Context: an optimization exercise on an open-source flow, tuned for small area. The choices shown serve that exercise and are no tape-out recipe. The RTL was checked by simulation tests, not by an equivalence proof against the original design. Power is estimated from default activity; no workload was simulated.

// wb_regfile
module wb_regfile
#(
  parameter int DATA_W = DEF_DATA_W,
  parameter int ADDR_W = DEF_ADDR_W,
  parameter int PEND_W = DEF_PEND_W
) (
  input  logic              clk,
  input  logic              reset,
  input  logic              wb_en,
  input  logic [ADDR_W-1:0] wb_sel,
  input  logic [DATA_W-1:0] wb_data,
  input  logic              iss_en,
  input  logic [ADDR_W-1:0] iss_sel,
  input  logic [ADDR_W-1:0] rd_sel_a,
  input  logic [ADDR_W-1:0] rd_sel_b,
  output logic [DATA_W-1:0] rd_data_a,
  output logic [DATA_W-1:0] rd_data_b,
  output logic              hazard_a,
  output logic              hazard_b,
  output logic              pend_ovf
);
Size in the first run: about 2600 cells after synthesis, ~1100 flip-flops.
export LEC_CHECK = 0
export CAP_MARGIN = 20
export CORE_MARGIN = 2
export CORE_UTILIZATION = 40
export SLEW_MARGIN = 20
export SYNTH_HIERARCHICAL = 1
create_clock -name core_clock -period 6.0 [get_ports {clk}]
standard.sh (not shown) runs the stock make flow with config.mk's settings and CLKGATE_MAP_FILE= SYNTH_SCRIPT=/design/flow/synth_recipe.tcl, a recipe that flattens the netlist after the stock synthesis.
==> flow/flow/run.sh <==
#!/bin/bash
# Standard synthesis and layout, with three changes to how the layout is made:
# plain buf_1 port buffers (the resizer may still size them), clock tree
# synthesis with larger sink clusters and no dummy loads, and power recovery
# (downsizing of non-critical gates) after global routing.
set -euo pipefail
export BUFFER_PORTS_ARGS="-buffer_cell sky130_fd_sc_hd__buf_1"
export CTS_ARGS="-sink_clustering_enable -repair_clock_nets -dont_use_dummy_load -sink_clustering_size 24 -sink_clustering_max_diameter 80"
export RECOVER_POWER=100
bash standard.sh synth > synth.log 2>&1
bash standard.sh finish > layout.log 2>&1
The baseline reached the layout checks and failed them: max-capacitance violations, max-slew violations.
Then changed:
==> flow/flow/run.sh (replaced) <==
#!/bin/bash
# Standard synthesis and layout, with three changes to how the layout is made:
# plain buf_1 port buffers (the resizer may still size them), clock tree
# synthesis with larger sink clusters and no dummy loads.

set -euo pipefail
export BUFFER_PORTS_ARGS="-buffer_cell sky130_fd_sc_hd__buf_1"
export CTS_ARGS="-sink_clustering_enable -repair_clock_nets -dont_use_dummy_load -sink_clustering_size 24 -sink_clustering_max_diameter 80"
bash standard.sh synth > synth.log 2>&1
bash standard.sh finish > layout.log 2>&1
- The new run ran to the end with no violations
- routed wire length hardly moves
- cell count barely changes
- worst setup slack improves by 0.16 ns
- power stays flat
- sequential power is about the same
- sequential cell count is unchanged
Then changed:
--- a/flow/flow/run.sh
+++ b/flow/flow/run.sh
@@ -7,3 +7,3 @@
 export BUFFER_PORTS_ARGS="-buffer_cell sky130_fd_sc_hd__buf_1"
-export CTS_ARGS="-sink_clustering_enable -repair_clock_nets -dont_use_dummy_load -sink_clustering_size 24 -sink_clustering_max_diameter 80"
+export CTS_ARGS="-sink_clustering_enable -repair_clock_nets -dont_use_dummy_load -buf_list sky130_fd_sc_hd__clkbuf_4 -sink_clustering_size 10 -sink_clustering_max_diameter 50"
 bash standard.sh synth > synth.log 2>&1
--- a/flow/config.mk
+++ b/flow/config.mk
@@ -9,3 +9,3 @@
 export CORE_MARGIN = 2
-export CORE_UTILIZATION = 40
+export CORE_UTILIZATION = 55
 export SLEW_MARGIN = 20
After rerunning: Clock skew is higher by 0.042 ns. Maximum frequency barely changes. Count of clock-buffer cells in the layout is higher by 80. Setup slack is better by 0.0032 ns. Global-route usage is higher by 10 points. Synthesized cell count is unchanged. Area after synthesis does not change. Clock power is lower by about a fifth. Non-clock buffer count is lower by 1. Hold slack is better by 0.0053 ns.

---

The RTL this note starts from:
==> flow/design.v <==
package pipe_pkg;
  localparam int DEF_DATA_W = 32;
  localparam int DEF_ADDR_W = 5;
  localparam int DEF_PEND_W = 2;
  typedef logic [DEF_ADDR_W-1:0] reg_sel_t;
  typedef logic [DEF_DATA_W-1:0] word_t;
endpackage
import pipe_pkg::*;
module wb_scoreboard
#(
  parameter int NREG = 32
) (
  input  logic            clk,
  input  logic            reset,
  input  logic [NREG-1:1] up,
  input  logic [NREG-1:1] dn,
  output logic [NREG-1:1] pend_nz,
  output logic            pend_ovf
);
  logic [NREG-1:1] w_ovf_hit;
  logic            r_ovf;
  for (genvar g = 1; g < NREG; g++) begin : g_reg
    logic [1:0] r_cnt;
    logic [1:0] w_nxt;
    wb_pend_next u_nxt (.up(up[g]), .dn(dn[g]), .cnt(r_cnt), .nxt(w_nxt));
    always_ff @(posedge clk) r_cnt <= w_nxt;
    assign pend_nz[g]   = r_cnt[1] | r_cnt[0];
    assign w_ovf_hit[g] = up[g] & r_cnt[1] & ~r_cnt[0];
  end
  always_ff @(posedge clk) begin
    if (reset)           r_ovf <= 1'b0;
    else if (|w_ovf_hit) r_ovf <= 1'b1;
  end
  assign pend_ovf = r_ovf;
endmodule
module wb_pend_next (
  input  logic       up,
  input  logic       dn,
  input  logic [1:0] cnt,
  output logic [1:0] nxt
);
  always_comb begin
    case ({up, dn})
      2'b10:   nxt = {cnt[1] | cnt[0], ~cnt[1]};
      2'b01:   nxt = {cnt[1] & ~cnt[0], cnt[1]};
      2'b11:   nxt = 2'b00;
      default: nxt = cnt;
    endcase
  end
endmodule
import pipe_pkg::*;
module wb_regfile
#(
  parameter int DATA_W = DEF_DATA_W,
  parameter int ADDR_W = DEF_ADDR_W,
  parameter int PEND_W = DEF_PEND_W
) (
  input  logic              clk,
  input  logic              reset,
  input  logic              wb_en,
  input  logic [ADDR_W-1:0] wb_sel,
  input  logic [DATA_W-1:0] wb_data,
  input  logic              iss_en,
  input  logic [ADDR_W-1:0] iss_sel,
  input  logic [ADDR_W-1:0] rd_sel_a,
  input  logic [ADDR_W-1:0] rd_sel_b,
  output logic [DATA_W-1:0] rd_data_a,
  output logic [DATA_W-1:0] rd_data_b,
  output logic              hazard_a,
  output logic              hazard_b,
  output logic              pend_ovf
);
  localparam int NREG = 2**ADDR_W;
  logic [DATA_W-1:0] r_regs [1:NREG-1];
  logic [NREG-1:1]   w_we, w_we_n, w_up, w_dn, w_dec_a, w_dec_b, w_pend_nz;
  logic              w_same, w_iss_g, w_wb_g;
  assign w_same  = iss_en & wb_en & (iss_sel == wb_sel);
  assign w_iss_g = iss_en & ~w_same;
  assign w_wb_g  = wb_en  & ~w_same;
  logic [3:0] w_lwe_n, w_lup_n, w_ldn_n, w_la_n, w_lb_n;
  logic [7:0] w_hwb_n, w_hup_n, w_hdn_n, w_ha_n, w_hb_n;
  for (genvar j = 0; j < 4; j++) begin : g_lo
    assign w_lwe_n[j] = ~(~reset & wb_en & (wb_sel[1:0] == 2'(j)));
    assign w_lup_n[j] = ~(reset | (w_iss_g & (iss_sel[1:0] == 2'(j))));
    assign w_ldn_n[j] = ~(reset | (w_wb_g  & (wb_sel[1:0]  == 2'(j))));
    assign w_la_n[j]  = ~(rd_sel_a[1:0] == 2'(j));
    assign w_lb_n[j]  = ~(rd_sel_b[1:0] == 2'(j));
  end
  for (genvar k = 0; k < 8; k++) begin : g_hi
    assign w_hwb_n[k] = ~(wb_sel[4:2] == 3'(k));
    assign w_hup_n[k] = ~(reset | (iss_sel[4:2] == 3'(k)));
    assign w_hdn_n[k] = ~(reset | (wb_sel[4:2]  == 3'(k)));
    assign w_ha_n[k]  = ~(rd_sel_a[4:2] == 3'(k));
    assign w_hb_n[k]  = ~(rd_sel_b[4:2] == 3'(k));
  end
  for (genvar g = 1; g < NREG; g++) begin : g_reg
    wb_nor2 u_we  (.a(w_lwe_n[g % 4]), .b(w_hwb_n[g / 4]), .y(w_we[g]));
    wb_nor2 u_wen (.a(w_we[g]),        .b(reset),          .y(w_we_n[g]));
    wb_nor2 u_up  (.a(w_lup_n[g % 4]), .b(w_hup_n[g / 4]), .y(w_up[g]));
    wb_nor2 u_dn  (.a(w_ldn_n[g % 4]), .b(w_hdn_n[g / 4]), .y(w_dn[g]));
    wb_nor2 u_da  (.a(w_la_n[g % 4]),  .b(w_ha_n[g / 4]),  .y(w_dec_a[g]));
    wb_nor2 u_db  (.a(w_lb_n[g % 4]),  .b(w_hb_n[g / 4]),  .y(w_dec_b[g]));
    logic [DATA_W-1:0] w_nxt;
    for (genvar b = 0; b < DATA_W; b++) begin : g_bit
      wb_hold u_hold (.we(w_we[g]), .we_n(w_we_n[g]), .d(wb_data[b]), .q(r_regs[g][b]), .y(w_nxt[b]));
    end
    always_ff @(posedge clk) r_regs[g] <= w_nxt;
  end
  for (genvar b = 0; b <= DATA_W; b++) begin : g_col
    logic [NREG-1:1] w_col;
    for (genvar g = 1; g < NREG; g++) begin : g_bit
      if (b < DATA_W) begin : g_d
        assign w_col[g] = r_regs[g][b];
      end else begin : g_p
        assign w_col[g] = w_pend_nz[g];
      end
    end
    logic w_a, w_b;
    wb_rd_col u_a (.sel(w_dec_a), .d(w_col), .y(w_a));
    wb_rd_col u_b (.sel(w_dec_b), .d(w_col), .y(w_b));
    if (b < DATA_W) begin : g_o
      assign rd_data_a[b] = w_a;
      assign rd_data_b[b] = w_b;
    end else begin : g_h
      assign hazard_a = w_a;
      assign hazard_b = w_b;
    end
  end
  wb_scoreboard #(.NREG(NREG)) u_sb (
    .clk      (clk),
    .reset    (reset),
    .up       (w_up),
    .dn       (w_dn),
    .pend_nz  (w_pend_nz),
    .pend_ovf (pend_ovf)
  );
endmodule
module wb_nor2 (
  input  logic a,
  input  logic b,
  output logic y
);
  assign y = ~(a | b);
endmodule
module wb_hold (
  input  logic we,
  input  logic we_n,
  input  logic d,
  input  logic q,
  output logic y
);
  assign y = (we & d) | (we_n & q);
endmodule
module wb_rd_col (
  input  logic [31:1] sel,
  input  logic [31:1] d,
  output logic        y
);
  logic [10:0] w_n;
  for (genvar k = 0; k < 10; k++) begin : g_aoi
    wb_aoi222 u_aoi (
      .a0(sel[3*k+1]), .b0(d[3*k+1]),
      .a1(sel[3*k+2]), .b1(d[3*k+2]),
      .a2(sel[3*k+3]), .b2(d[3*k+3]),
      .y (w_n[k])
    );
  end
  assign w_n[10] = ~(sel[31] & d[31]);
  assign y = ~(&w_n[3:0]) | ~(&w_n[7:4]) | ~(&w_n[10:8]);
endmodule
module wb_aoi222 (
  input  logic a0, b0, a1, b1, a2, b2,
  output logic y
);
  assign y = ~((a0 & b0) | (a1 & b1) | (a2 & b2));
endmodule
Settings: LEC_CHECK=0, CAP_MARGIN=10, CORE_MARGIN=2, CORE_UTILIZATION=55, PLACE_DENSITY=0.75, SLEW_MARGIN=10, SYNTH_HIERARCHICAL=1; clock period 6.0 ns.
==> flow/flow/run.sh <==
#!/bin/bash
# Standard synthesis and layout, with two changes to how the layout is made:
# plain buf_1 port buffers (the resizer may still size them), and clock tree
# synthesis with clkbuf_4 buffers, sink clusters of 10 and no dummy loads.
set -euo pipefail
export BUFFER_PORTS_ARGS="-buffer_cell sky130_fd_sc_hd__buf_1"
export CTS_ARGS="-sink_clustering_enable -repair_clock_nets -dont_use_dummy_load -buf_list sky130_fd_sc_hd__clkbuf_4 -sink_clustering_size 10 -sink_clustering_max_diameter 50"
bash standard.sh synth > synth.log 2>&1
bash standard.sh finish > layout.log 2>&1
Next try:
==> flow/flow/run.sh (replaced) <==
#!/bin/bash
# Standard synthesis and layout, with two changes to how the layout is made:
# plain buf_1 port buffers (the resizer may still size them), and clock tree
# synthesis with clkbuf_4 buffers, sink clusters of 10 (at most 40 um across) and no dummy loads.
set -euo pipefail
export BUFFER_PORTS_ARGS="-buffer_cell sky130_fd_sc_hd__buf_1"
export CTS_ARGS="-sink_clustering_enable -repair_clock_nets -dont_use_dummy_load -buf_list sky130_fd_sc_hd__clkbuf_4 -sink_clustering_size 10 -sink_clustering_max_diameter 40"
bash standard.sh synth > synth.log 2>&1
bash standard.sh finish > layout.log 2>&1
The new run completed with no timing, DRC or antenna violations.
Wire length stays flat.
Setup slack is worse by 79 ps.
First-iteration DRC count shrinks by about 0.6%.
Total power grows by 0.95%.
Maximum frequency drops by about 1.4%.
Next try:
==> flow/flow/run.sh (replaced) <==
#!/bin/bash
# Standard synthesis and layout, with two changes to how the layout is made:
# plain buf_1 port buffers (the resizer may still size them), and clock tree
# synthesis with clkbuf_4 buffers, sink clusters of 8 (at most 40 um across) and no dummy loads.
set -euo pipefail
export BUFFER_PORTS_ARGS="-buffer_cell sky130_fd_sc_hd__buf_1"
export CTS_ARGS="-sink_clustering_enable -repair_clock_nets -dont_use_dummy_load -buf_list sky130_fd_sc_hd__clkbuf_4 -sink_clustering_size 8 -sink_clustering_max_diameter 40"
bash standard.sh synth > synth.log 2>&1
bash standard.sh finish > layout.log 2>&1
Result:
- wire length barely changes
- via count is higher by about 0.7%
- sequential power barely changes
- setup slack gains 78 ps
- total power came out higher by 1.7%
- final area rises by about 0.32%
- hold slack hardly moves
- critical path depth does not change

## port drivers added, routing unchanged
How much do the figures lean on ideal ports? The routed layouts below were timed once more, with nothing changed but the port constraints. Step 1 sets driving cells, clkbuf_16 on the clock port and buf_2 on the other inputs (assumed; they add their load-dependent delay and slew). Step 2 adds t to the input delays and takes it off the output delays; t is the mean of the earliest and latest rising clock arrival at the registers after step 1. Input paths then give back, and output paths get back, about the clock's delay inside the block. a / b / c = ideal / step 1 / step 2; a / b = the first two.
run | shift t [ns] | setup WS [ns] | worst register clock-pin slew, ns | worst slew at a driven data input, ns
the first run of note 1 | 0.728 | 0.204 / 0.155 / -0.327 | 0.10 / 0.10 | 0.09
the second run of note 1 | 0.732 | 0.363 / 0.332 / 0.332 | 0.11 / 0.11 | 0.09
the third run of note 1 | 1.024 | 0.366 / 0.325 / 0.325 | 0.12 / 0.12 | 0.08
the first run of note 2 | 1.098 | 0.482 / 0.392 / 0.392 | 0.12 / 0.12 | 0.14
the second run of note 2 | 1.121 | 0.403 / 0.383 / 0.383 | 0.12 / 0.12 | 0.14
the third run of note 2 | 1.097 | 0.481 / 0.369 / 0.369 | 0.10 / 0.10 | 0.12
The setup slack of the first run of note 1, which loses most, moves by -0.049 ns with the drivers and by -0.531 ns with both steps.
